Source: an optimization exercise on an open RTL-to-GDS flow (aim: a short achievable clock period and few clock cycles per item). Production flows keep margins and buffers that such runs may drop. The RTL was checked by simulation tests, not by an equivalence proof against the original design. Power and IR drop assume default switching activity.

**design.v**
```verilog
package mm_data_pkg;
    typedef logic signed [8-1:0] mm_elem_t;
    typedef logic signed [32-1:0] mm_acc_t;
    typedef logic [4*8-1:0] mm_row_t;
endpackage
package mm_cmd_pkg;
    typedef enum logic [1:0] {
        OP_NOP    = 2'd0,
        OP_LOAD_A = 2'd1,
        OP_LOAD_B = 2'd2,
        OP_START  = 2'd3
    } mm_opcode_e;
    typedef union packed {
        struct packed {
            logic [(4 * 8)-5:0] rsvd;
            logic [1:0]           row;
            mm_opcode_e           opcode;
        } ctrl;
        logic [(4 * 8)-1:0] elems;
    } mm_cmd_word_u;
endpackage
`timescale 1ns/1ns
module mm_pe (
    input  logic     clk_buf,
    input  logic     sys_reset,
    input  logic     clear,
    input  mm_data_pkg::mm_elem_t a_in,
    input  mm_data_pkg::mm_elem_t b_in,
    output mm_data_pkg::mm_elem_t a_out,
    output mm_data_pkg::mm_elem_t b_out,
    output mm_data_pkg::mm_acc_t  acc
);
    mm_data_pkg::mm_acc_t prod;
    assign prod = mm_data_pkg::mm_acc_t'(a_in) * mm_data_pkg::mm_acc_t'(b_in);
    always_ff @(posedge clk_buf or posedge sys_reset) begin
        if (sys_reset) begin
            a_out <= '0;
            b_out <= '0;
            acc   <= '0;
        end else if (clear) begin
            a_out <= '0;
            b_out <= '0;
            acc   <= '0;
        end else begin
            a_out <= a_in;
            b_out <= b_in;
            acc   <= acc + prod;
        end
    end
endmodule
`timescale 1ns/1ns
module mm_systolic_array (
    input  logic                                clk_buf,
    input  logic                                sys_reset,
    input  logic                                clear,
    input  mm_data_pkg::mm_row_t                             a_edge,
    input  mm_data_pkg::mm_row_t                             b_edge,
    output logic [4*4*32-1:0]   c_flat
);
    localparam int DIM = 4;
    mm_data_pkg::mm_elem_t a_link [DIM][DIM+1];
    mm_data_pkg::mm_elem_t b_link [DIM+1][DIM];
    genvar r;
    genvar c;
    for (r = 0; r < DIM; r++) begin : g_a_edge
        assign a_link[r][0] = a_edge[r*8 +: 8];
    end
    for (c = 0; c < DIM; c++) begin : g_b_edge
        assign b_link[0][c] = b_edge[c*8 +: 8];
    end
    for (r = 0; r < DIM; r++) begin : g_row
        for (c = 0; c < DIM; c++) begin : g_col
            mm_pe u_pe (
                .clk_buf   (clk_buf),
                .sys_reset (sys_reset),
                .clear     (clear),
                .a_in      (a_link[r][c]),
                .b_in      (b_link[r][c]),
                .a_out     (a_link[r][c+1]),
                .b_out     (b_link[r+1][c]),
                .acc       (c_flat[(r*DIM+c)*32 +: 32])
            );
        end
    end
endmodule
`timescale 1ns/1ns
module mm_operand_feeder (
    input  logic       clk_buf,
    input  logic       sys_reset,
    input  logic       row_we,
    input  logic       row_sel_b,
    input  logic [1:0] row_idx,
    input  mm_data_pkg::mm_row_t    row_data,
    input  logic       run_start,
    output logic       clear,
    output mm_data_pkg::mm_row_t    a_edge,
    output mm_data_pkg::mm_row_t    b_edge,
    output logic       calc_done
);
    localparam int DIM        = 4;
    localparam int INJ_CYCLES = 2 * DIM - 1;
    localparam int FLUSH      = (2 * 4 - 1);
    localparam int INJ_W      = $clog2(INJ_CYCLES);
    localparam int FLUSH_W    = $clog2(FLUSH);
    mm_data_pkg::mm_row_t              a_buf [DIM];
    mm_data_pkg::mm_row_t              b_buf [DIM];
    logic                 inj_active;
    logic [INJ_W-1:0]     inj_cnt;
    logic                 flush_active;
    logic [FLUSH_W-1:0]   flush_cnt;
    always_ff @(posedge clk_buf or posedge sys_reset) begin
        if (sys_reset) begin
            for (int i = 0; i < DIM; i++) begin
                a_buf[i] <= '0;
                b_buf[i] <= '0;
            end
        end else if (row_we) begin
            if (row_sel_b) begin
                b_buf[row_idx] <= row_data;
            end else begin
                a_buf[row_idx] <= row_data;
            end
        end
    end
    always_ff @(posedge clk_buf or posedge sys_reset) begin
        if (sys_reset) begin
            clear        <= 1'b0;
            inj_active   <= 1'b0;
            inj_cnt      <= '0;
            flush_active <= 1'b0;
            flush_cnt    <= '0;
        end else begin
            clear <= run_start;
            if (clear) begin
                inj_active <= 1'b1;
                inj_cnt    <= '0;
            end else if (inj_active) begin
                if (inj_cnt == INJ_W'(INJ_CYCLES - 1)) begin
                    inj_active   <= 1'b0;
                    flush_active <= 1'b1;
                    flush_cnt    <= '0;
                end else begin
                    inj_cnt <= inj_cnt + 1'b1;
                end
            end
            if (flush_active) begin
                if (flush_cnt == FLUSH_W'(FLUSH - 1)) begin
                    flush_active <= 1'b0;
                end else begin
                    flush_cnt <= flush_cnt + 1'b1;
                end
            end
        end
    end
    assign calc_done = flush_active && (flush_cnt == FLUSH_W'(FLUSH - 1));
    always_comb begin
        a_edge = '0;
        b_edge = '0;
        for (int i = 0; i < DIM; i++) begin
            for (int k = 0; k < DIM; k++) begin
                if (inj_active && (inj_cnt == INJ_W'(i + k))) begin
                    a_edge[i*8 +: 8] = a_buf[i][k*8 +: 8];
                    b_edge[i*8 +: 8] = b_buf[k][i*8 +: 8];
                end
            end
        end
    end
endmodule
`timescale 1ns/1ns
module mm_cmd_decode (
    input  logic         clk_buf,
    input  logic         sys_reset,
    input  logic         cmd_valid,
    input  logic [(4 * 8)-1:0] cmd_word,
    output logic         cmd_credit,
    output logic         row_we,
    output logic         row_sel_b,
    output logic [1:0]   row_idx,
    output mm_data_pkg::mm_row_t      row_data,
    output logic         run_start,
    input  logic         drain_done,
    output logic         busy,
    output logic         done
);
    localparam int DEPTH = 2;
    localparam int PTR_W = (DEPTH > 1) ? $clog2(DEPTH) : 1;
    localparam int CNT_W = $clog2(DEPTH + 1);
    logic [(4 * 8)-1:0] queue_mem [DEPTH];
    logic [PTR_W-1:0] wr_ptr;
    logic [PTR_W-1:0] rd_ptr;
    logic [CNT_W-1:0] fill;
    logic             pop;
    logic             expect_data;
    logic [(4 * 8)-1:0] head;
    function automatic logic [PTR_W-1:0] ptr_next(input logic [PTR_W-1:0] ptr);
        ptr_next = (ptr == PTR_W'(DEPTH - 1)) ? '0 : ptr + 1'b1;
    endfunction
    always_ff @(posedge clk_buf) begin
        if (cmd_valid) begin
            queue_mem[wr_ptr] <= cmd_word;
        end
    end
    always_ff @(posedge clk_buf or posedge sys_reset) begin
        if (sys_reset) begin
            wr_ptr <= '0;
            rd_ptr <= '0;
            fill   <= '0;
        end else begin
            if (cmd_valid) begin
                wr_ptr <= ptr_next(wr_ptr);
            end
            if (pop) begin
                rd_ptr <= ptr_next(rd_ptr);
            end
            case ({cmd_valid, pop})
                2'b10:   fill <= fill + 1'b1;
                2'b01:   fill <= fill - 1'b1;
                default: ;
            endcase
        end
    end
    assign head = queue_mem[rd_ptr];
    assign pop        = (fill != '0) && !busy;
    assign cmd_credit = pop;
    always_ff @(posedge clk_buf or posedge sys_reset) begin
        if (sys_reset) begin
            expect_data <= 1'b0;
            row_we      <= 1'b0;
            row_sel_b   <= 1'b0;
            row_idx     <= '0;
            run_start   <= 1'b0;
            busy        <= 1'b0;
            done        <= 1'b0;
        end else begin
            row_we    <= 1'b0;
            run_start <= 1'b0;
            if (drain_done) begin
                busy <= 1'b0;
                done <= 1'b1;
            end
            if (pop) begin
                if (expect_data) begin
                    row_we      <= 1'b1;
                    expect_data <= 1'b0;
                end else begin
                    case (head[1:0])
                        mm_cmd_pkg::OP_LOAD_A, mm_cmd_pkg::OP_LOAD_B: begin
                            expect_data <= 1'b1;
                            row_sel_b   <= (head[1:0] == mm_cmd_pkg::OP_LOAD_B);
                            row_idx     <= head[3:2];
                        end
                        mm_cmd_pkg::OP_START: begin
                            run_start <= 1'b1;
                            busy      <= 1'b1;
                            done      <= 1'b0;
                        end
                        default: ;
                    endcase
                end
            end
        end
    end
    always_ff @(posedge clk_buf) begin
        if (pop && expect_data) begin
            row_data <= head;
        end
    end
endmodule
`timescale 1ns/1ns
module mm_result_drain (
    input  logic                          clk_buf,
    input  logic                          sys_reset,
    input  logic                          calc_done,
    input  logic [4*4*32-1:0] c_flat,
    output logic                          res_valid,
    output mm_data_pkg::mm_acc_t                       res_data,
    input  logic                          res_credit,
    output logic                          drain_done
);
    localparam int WORDS  = 4 * 4;
    localparam int IDX_W  = $clog2(WORDS);
    localparam int CRED_W = $clog2(4 + 1);
    mm_data_pkg::mm_acc_t           snap [WORDS];
    logic              draining;
    logic [IDX_W-1:0]  word_idx;
    logic [CRED_W-1:0] credits;
    logic              send;
    assign send = draining && (credits != '0);
    always_ff @(posedge clk_buf) begin
        if (calc_done) begin
            for (int i = 0; i < WORDS; i++) begin
                snap[i] <= c_flat[i*32 +: 32];
            end
        end
        if (send) begin
            res_data <= snap[word_idx];
        end
    end
    always_ff @(posedge clk_buf or posedge sys_reset) begin
        if (sys_reset) begin
            draining   <= 1'b0;
            word_idx   <= '0;
            credits    <= CRED_W'(4);
            res_valid  <= 1'b0;
            drain_done <= 1'b0;
        end else begin
            res_valid  <= send;
            drain_done <= 1'b0;
            if (calc_done) begin
                draining <= 1'b1;
                word_idx <= '0;
            end else if (send) begin
                if (word_idx == IDX_W'(WORDS - 1)) begin
                    draining   <= 1'b0;
                    drain_done <= 1'b1;
                end
                word_idx <= word_idx + 1'b1;
            end
            case ({send, res_credit})
                2'b10:   credits <= credits - 1'b1;
                2'b01:   credits <= credits + 1'b1;
                default: ;
            endcase
        end
    end
endmodule
`timescale 1ns/1ns
module mm_top (
    input  logic         clk_buf,
    input  logic         sys_reset,
    input  logic         cmd_valid,
    input  logic [(4 * 8)-1:0] cmd_word,
    output logic         cmd_credit,
    output logic         res_valid,
    output mm_data_pkg::mm_acc_t      res_data,
    input  logic         res_credit,
    output logic         busy,
    output logic         done
);
    logic                          row_we;
    logic                          row_sel_b;
    logic [1:0]                    row_idx;
    mm_data_pkg::mm_row_t                       row_data;
    logic                          run_start;
    logic                          drain_done;
    logic                          clear;
    logic                          calc_done;
    mm_data_pkg::mm_row_t                       a_edge;
    mm_data_pkg::mm_row_t                       b_edge;
    logic [4*4*32-1:0] c_flat;
    mm_cmd_decode u_cmd_decode (
        .clk_buf    (clk_buf),
        .sys_reset  (sys_reset),
        .cmd_valid  (cmd_valid),
        .cmd_word   (cmd_word),
        .cmd_credit (cmd_credit),
        .row_we     (row_we),
        .row_sel_b  (row_sel_b),
        .row_idx    (row_idx),
        .row_data   (row_data),
        .run_start  (run_start),
        .drain_done (drain_done),
        .busy       (busy),
        .done       (done)
    );
    mm_operand_feeder u_feeder (
        .clk_buf   (clk_buf),
        .sys_reset (sys_reset),
        .row_we    (row_we),
        .row_sel_b (row_sel_b),
        .row_idx   (row_idx),
        .row_data  (row_data),
        .run_start (run_start),
        .clear     (clear),
        .a_edge    (a_edge),
        .b_edge    (b_edge),
        .calc_done (calc_done)
    );
    mm_systolic_array u_systolic (
        .clk_buf   (clk_buf),
        .sys_reset (sys_reset),
        .clear     (clear),
        .a_edge    (a_edge),
        .b_edge    (b_edge),
        .c_flat    (c_flat)
    );
    mm_result_drain u_drain (
        .clk_buf    (clk_buf),
        .sys_reset  (sys_reset),
        .calc_done  (calc_done),
        .c_flat     (c_flat),
        .res_valid  (res_valid),
        .res_data   (res_data),
        .res_credit (res_credit),
        .drain_done (drain_done)
    );
endmodule
```
**run.sh**
```bash
#!/bin/bash
# synth_recipe.tcl (not shown) runs the flow's synth.tcl, then flattens the netlist and writes it again
# the make line also repeats each setting of config.mk as NAME=value (left out here)
make -C /OpenROAD-flow-scripts/flow DESIGN_CONFIG=/design/flow/config.mk WORK_HOME=/design/flow/orfs CLKGATE_MAP_FILE= SYNTH_SCRIPT=/design/flow/synth_recipe.tcl finish
```
**config.mk**
```make
export PLATFORM = sky130hd
export DESIGN_NAME = mm_top
export DESIGN_NICKNAME = mm_top
export VERILOG_FILES = /design/flow/design.v
export SDC_FILE = /design/flow/constraint.sdc
export NUM_CORES = 4
export LEC_CHECK = 0
export CAP_MARGIN = 20
export CORE_MARGIN = 2
export CORE_UTILIZATION = 40
export SLEW_MARGIN = 20
```
**constraint.sdc**
```tcl
create_clock -name core_clock -period 10.5 [get_ports {clk_buf}]
set_input_delay 2.1000 -clock core_clock [delete_from_list [all_inputs] [get_ports {clk_buf}]]
set_output_delay 2.1000 -clock core_clock [all_outputs]
set_load 0.01 [all_outputs]
```
==> results.txt <==
The number of antenna violations at the first check in global routing came to 35. The number of instances resized during post-cts repair came out at 0. Sequential elements use a little under two fifths of the synthesized area.

The setup clock skew after layout came out at about 0.12 ns. The average via count per standard cell is between 5 and 6. The area fraction of the dominant cell type after synthesis came out at 20.87%. The detailed router's first-iteration violation count is 6699. On the final layout, the worst hold slack is roughly 0.35 ns. The worst hold path startpoint is u_cmd_decode.run_start. The core region is around 300000 sq um.

The sort of element at the start of the critical path is a flip-flop. The largest stage delay on the critical path is approximately 0.72 ns. The most congested layer reported by global routing is met2.

The fraction of final layout cells with drive strength greater than 1 is between 7 and 8%. The slack of the worst reg-to-reg path came out at about 0.76 ns. Timing would allow up to around 0.10 GHz. Hold repair after CTS inserted 0 buffers.

For this block, the routed nets add up to 361800 um of wire. The CTS tree is done. The DRC violations left is 0. The fraction of the mapped netlist area in adder cells is 25.56%. 72 I/O pins were placed. In the synthesized netlist the dominant register cell turns out to be sky130_fd_sc_hd__dfrtp_1. For the pin with the worst max-slew slack, the measured transition is between 1 and 1.5 ns.

The post-route clock period utilization is roughly 90%. Entering global routing, the biggest net connects around 150 pins. The ratio of total power to cell area is 227.5 nW/um^2.

In this run, synthesis inferred 640 flip-flops with an integrated enable. The terminating pin of the worst hold path is u_feeder.clear. The post-placement worst setup slack is ~0.83 ns. The maximum vdd drop is approximately 150 uV. At the end of routability-driven placement, the weighted congestion stood at around 0.95. The count of buffers inserted at the top-level ports came out at slightly above 70. STA classifies the critical path endpoint as a flip-flop. The synthesized area is 118700 sq um. Detailed placement ended at an HPWL of between 200000 and 300000 um. The via count of the first global-routing pass came out at 85.89k. The flow ran to the end and the layout has no timing, DRC or antenna violations. The startpoint of the worst-slack reg-to-reg timing path is u_feeder.inj_cnt[1].

The final setup violation count came out at 0. The count of synthesis-stage warnings from yosys came out at 12. The post-CTS setup-driven buffer insertion count is 0.

In the final design database the tool counted 13.27k nets. The mux cell area share after synthesis came out at roughly 3.0%. The data arrival at the endpoint of the critical path came out at 10.47 ns. After synthesis, the largest family of logic cells by area is adder cells.

The number of buffers added by the clock tree synthesis step came out at between 150 and 200. The met2 demand-to-capacity share in global routing came out at 38.43%. The post-synthesis average cell area is roughly 11 sq um. The utilization after layout is between 40% and 50%. The endpoint identified for the worst register-to-register timing path is u_systolic.g_row[1].g_col[0].u_pe.acc[31].

The longest clock path from root to sink contains 4 buffers. The total number of H-tree levels is 4. The worst-path maximum fanout came out at 17.

Global routing used between 20% and 30% of the available tracks. The die area came out at 301100 sq um. The number of nets with antenna violations after routing is 0. The number of unique standard cell types used by synthesis came out at slightly below 100. The post-layout worst setup margin is roughly 0.76 ns. The global routing met3 resource utilization is approximately 3.9%.

The effective utilization at floorplan is roughly 40%. Setup repair after global routing left no endpoint under its margin. The final critical path time including I/O delays and setup is around 9.7 ns. The simple-gate portion of the synthesized area came out at about an eighth. The die is 548.7 um tall. By startpoint and endpoint, the worst setup path is classified as flip-flop to flip-flop. The tightest min-delay check is of the flip-flop to flip-flop type. In the final routed layout, each cell accounts on average for around 23 um. Synthesis produced a netlist with a net count of 13.13k. Summing the areas of all compound-gate instances in the mapped netlist gives roughly 11% of the synthesized area. For this design, the slowest cell found on the critical path is sky130_fd_sc_hd__o21ai_1. The worst slew margin relative to its limit is ~17%. The clock insertion delay at the later pin of the skew report came out at between 0.8 and 0.9 ns. Along the worst hold path, the cell count comes to 0. The via count came out at 84.87k. The path depth of the worst reg2reg path is 37. Clock-pin slew was measured on the worst setup and hold paths at 0.06 ns.

The synthesized instance count came out at ~11k. The sum of overflow across all layers after global routing is 0. The xor/xnor cell area share of the yosys netlist is about 5%.

In the synthesized netlist the async set-or-reset flop fraction comes to 60.76%. The area growth from synthesis to layout is 10.35%. In this run the clock root is driven by a sky130_fd_sc_hd__clkbuf_16. The clock drives approximately 1.6k sinks.

Global routing consumed, on the met1 layer, 31.84% of the routing resources. The number of violations of the max-capacitance limit came out at 0. The cell leakage power came out at 59.77 nW. The number of pins with negative max-slew slack in the final report is 0.

The first TritonRoute pass finished after 7 iterations. The library cell with the largest summed area after synthesis is sky130_fd_sc_hd__dfrtp_1. Measured along the x axis, the die boundary spans 548.7 um. By area the synthesized netlist is led by sky130_fd_sc_hd__dfrtp_1 (21%), sky130_fd_sc_hd__edfxtp_1 (16%), sky130_fd_sc_hd__fa_1 (15%). The first global-routing pass estimated 541600 um of wire. Synthesis inferred ~1.6k register bits. The final number of hold-violating endpoints came out at 0. The worst endpoint required time came out at approximately 11 ns. Row generation in the floorplan step produced 200 rows.
==> synth_stat cells, types with 89 or more instances <==
| library cell | number |
|---|---|
| sky130_fd_sc_hd__inv_1 | 1372 |
| sky130_fd_sc_hd__dfrtp_1 | 990 |
| sky130_fd_sc_hd__ha_1 | 989 |
| sky130_fd_sc_hd__fa_1 | 897 |
| sky130_fd_sc_hd__nor2_1 | 894 |
| sky130_fd_sc_hd__edfxtp_1 | 640 |
| sky130_fd_sc_hd__a21oi_1 | 546 |
| sky130_fd_sc_hd__nand2_1 | 545 |
| sky130_fd_sc_hd__and2_1 | 511 |
| sky130_fd_sc_hd__xnor2_1 | 443 |
| sky130_fd_sc_hd__nor2b_1 | 383 |
| sky130_fd_sc_hd__o21ai_0 | 309 |
| sky130_fd_sc_hd__mux2_2 | 300 |
| sky130_fd_sc_hd__clkbuf_1 | 239 |
| sky130_fd_sc_hd__a21o_1 | 230 |
| sky130_fd_sc_hd__xor2_1 | 218 |
| sky130_fd_sc_hd__nand2b_1 | 184 |
| sky130_fd_sc_hd__nor3_1 | 159 |
| sky130_fd_sc_hd__nand3_1 | 150 |
| sky130_fd_sc_hd__and3_1 | 94 |
| sky130_fd_sc_hd__a22oi_1 | 89 |
==> worst max-delay path, delay by kind of cell, from the launching register on <==
family | cells | cell delay [ns]
AO/OA/AOI/OAI | 14 | 3.38
adder cells (fa/ha/maj) | 7 | 2.67
AND/OR/NAND/NOR | 9 | 2.17
buffers and inverters | 5 | 0.56
flip-flops | 1 | 0.42
XOR/XNOR | 2 | 0.39
==> routing by layer <==
layer	wire (um)	up-vias
li1	-	38400
met1	153500	43110
met2	168200	2733
met3	24420	609
met4	15610	20
met5	143	-
==> cell type report <==
type | instances | area (sq um)
repair buffers | 198 | 1784
clock inverters | 87 | 974.7
flip-flops and latches | 1631 | 44020
diodes | 11 | 27.53
clock buffers | 255 | 5303
well taps | 3939 | 4928
multi-input cells | 7948 | 68770
fillers | 27510 | 165100
inverters | 1373 | 5159
==> registers in the layout (all words and copies together) (netlist names), 4 cells and up <==
name                               cells
u_cmd_decode.queue_mem                64
u_cmd_decode.row_data                 32
u_drain.res_data                      32
u_drain.snap                         512
u_drain.word_idx                       4
u_feeder.a_buf                       128
u_feeder.b_buf                       128
u_systolic.g_row.g_col.u_pe.a_out     96
u_systolic.g_row.g_col.u_pe.acc      512
u_systolic.g_row.g_col.u_pe.b_out     96
==> through the flow <==
| stage | power [W] | std cells | area (sq um) | TNS (ns) |
|---|---|---|---|---|
| global placement | 0.02258 | 15090 | 124600 | 0 |
| CTS | 0.02983 | 15430 | 130900 | 0 |
| detailed placement | 0.02293 | 15090 | 124700 | 0 |
| floorplan | 0.01862 | 11210 | 118700 | -5200.35 |
| finish | 0.02980 | 15440 | 131000 | 0 |
| global route | 0.03159 | 15440 | 131000 | 0 |
==> logic make-up (layout without fill, tap and decap cells) <==
| kind of cell | after synthesis | count (layout) |
|---|---|---|
| mux | 314 | 314 |
| simple gates | 3117 | 3117 |
| other cells | 0 | 11 |
| buf+inv | 1630 | 1913 |
| compound gates | 1969 | 1969 |
| xor+xnor | 662 | 662 |
| flops | 1631 | 1631 |
| fa+ha+maj | 1886 | 1886 |
==> where the power goes <==
part / switching [W] / total, W / leakage [nW] / internal (W)
Clock: 0.00281 / 0.00680 / 3.05 / 0.00398
Combinational: 0.00748 / 0.0123 / 38.1 / 0.00483
Sequential: 0.00183 / 0.0107 / 18.7 / 0.00886
==> how the worst max path moves through the flow <==
stage,endpoint,cells after the start,slack [ns],from
after floorplan,u_cmd_decode.busy,1,-5.25,sys_reset
after global placement,u_systolic.g_row[0].g_col[0].u_pe.acc[29],34,0.91,u_feeder.inj_cnt[0]
after detailed placement,u_systolic.g_row[0].g_col[0].u_pe.acc[29],34,0.83,u_feeder.inj_cnt[0]
after CTS,u_systolic.g_row[1].g_col[0].u_pe.acc[31],37,0.80,u_feeder.inj_cnt[1]
after global routing,u_systolic.g_row[0].g_col[0].u_pe.acc[29],34,0.11,u_feeder.inj_cnt[0]
final,u_systolic.g_row[1].g_col[0].u_pe.acc[31],37,0.76,u_feeder.inj_cnt[1]
==> layout by cell type, fill, tap and decap left out, types with 62 or more instances in the layout <==
cell type / instances
sky130_fd_sc_hd__xor2_1: 218
sky130_fd_sc_hd__and2_1: 510
sky130_fd_sc_hd__o21ai_0: 309
sky130_fd_sc_hd__nand3_1: 150
sky130_fd_sc_hd__a22o_1: 62
sky130_fd_sc_hd__clkdlybuf4s50_1: 71
sky130_fd_sc_hd__nor3_1: 157
sky130_fd_sc_hd__buf_4: 117
sky130_fd_sc_hd__fa_1: 897
sky130_fd_sc_hd__a21oi_1: 546
sky130_fd_sc_hd__nor2b_1: 380
sky130_fd_sc_hd__mux2_2: 300
sky130_fd_sc_hd__o21a_1: 65
sky130_fd_sc_hd__and3_1: 90
sky130_fd_sc_hd__nor2_1: 891
sky130_fd_sc_hd__ha_1: 989
sky130_fd_sc_hd__a21o_1: 230
sky130_fd_sc_hd__nand2_1: 544
sky130_fd_sc_hd__a221oi_1: 64
sky130_fd_sc_hd__xnor2_1: 428
sky130_fd_sc_hd__o21bai_1: 81
sky130_fd_sc_hd__inv_1: 1369
sky130_fd_sc_hd__nand2b_1: 184
sky130_fd_sc_hd__a211oi_1: 71
sky130_fd_sc_hd__clkbuf_16: 193
sky130_fd_sc_hd__edfxtp_1: 640
sky130_fd_sc_hd__dfrtp_1: 989
sky130_fd_sc_hd__a22oi_1: 89
Testbench counts, summed over its fixed seeds: cycles 14,812, products 320.

==> separate check: timing with driven ports <==
No port has a modelled driver above. Below, the same layout with a new extraction and two added sets of constraints.
Step 1: set_driving_cell puts a clkbuf_16 on clk_buf and a buf_2 on each other input, an assumption about the parent block.
Step 2 also shifts input and output timing later by t, the mid clock arrival at the registers, as if the neighbouring blocks saw the same clock.
Three values: no drivers, after step 1, after step 2; two values: the first two.
t (ns): 0.917
slack for setup (ns): 0.761 / 0.761 / 0.761
worst hold slack (ns): 0.353 / 0.353 / 0.353
worst setup path after step 2: register to register
After both steps setup and hold are still met in this run. For this run, drivers alone change the setup slack by 0.000 ns; drivers and shift together by 0.000 ns.
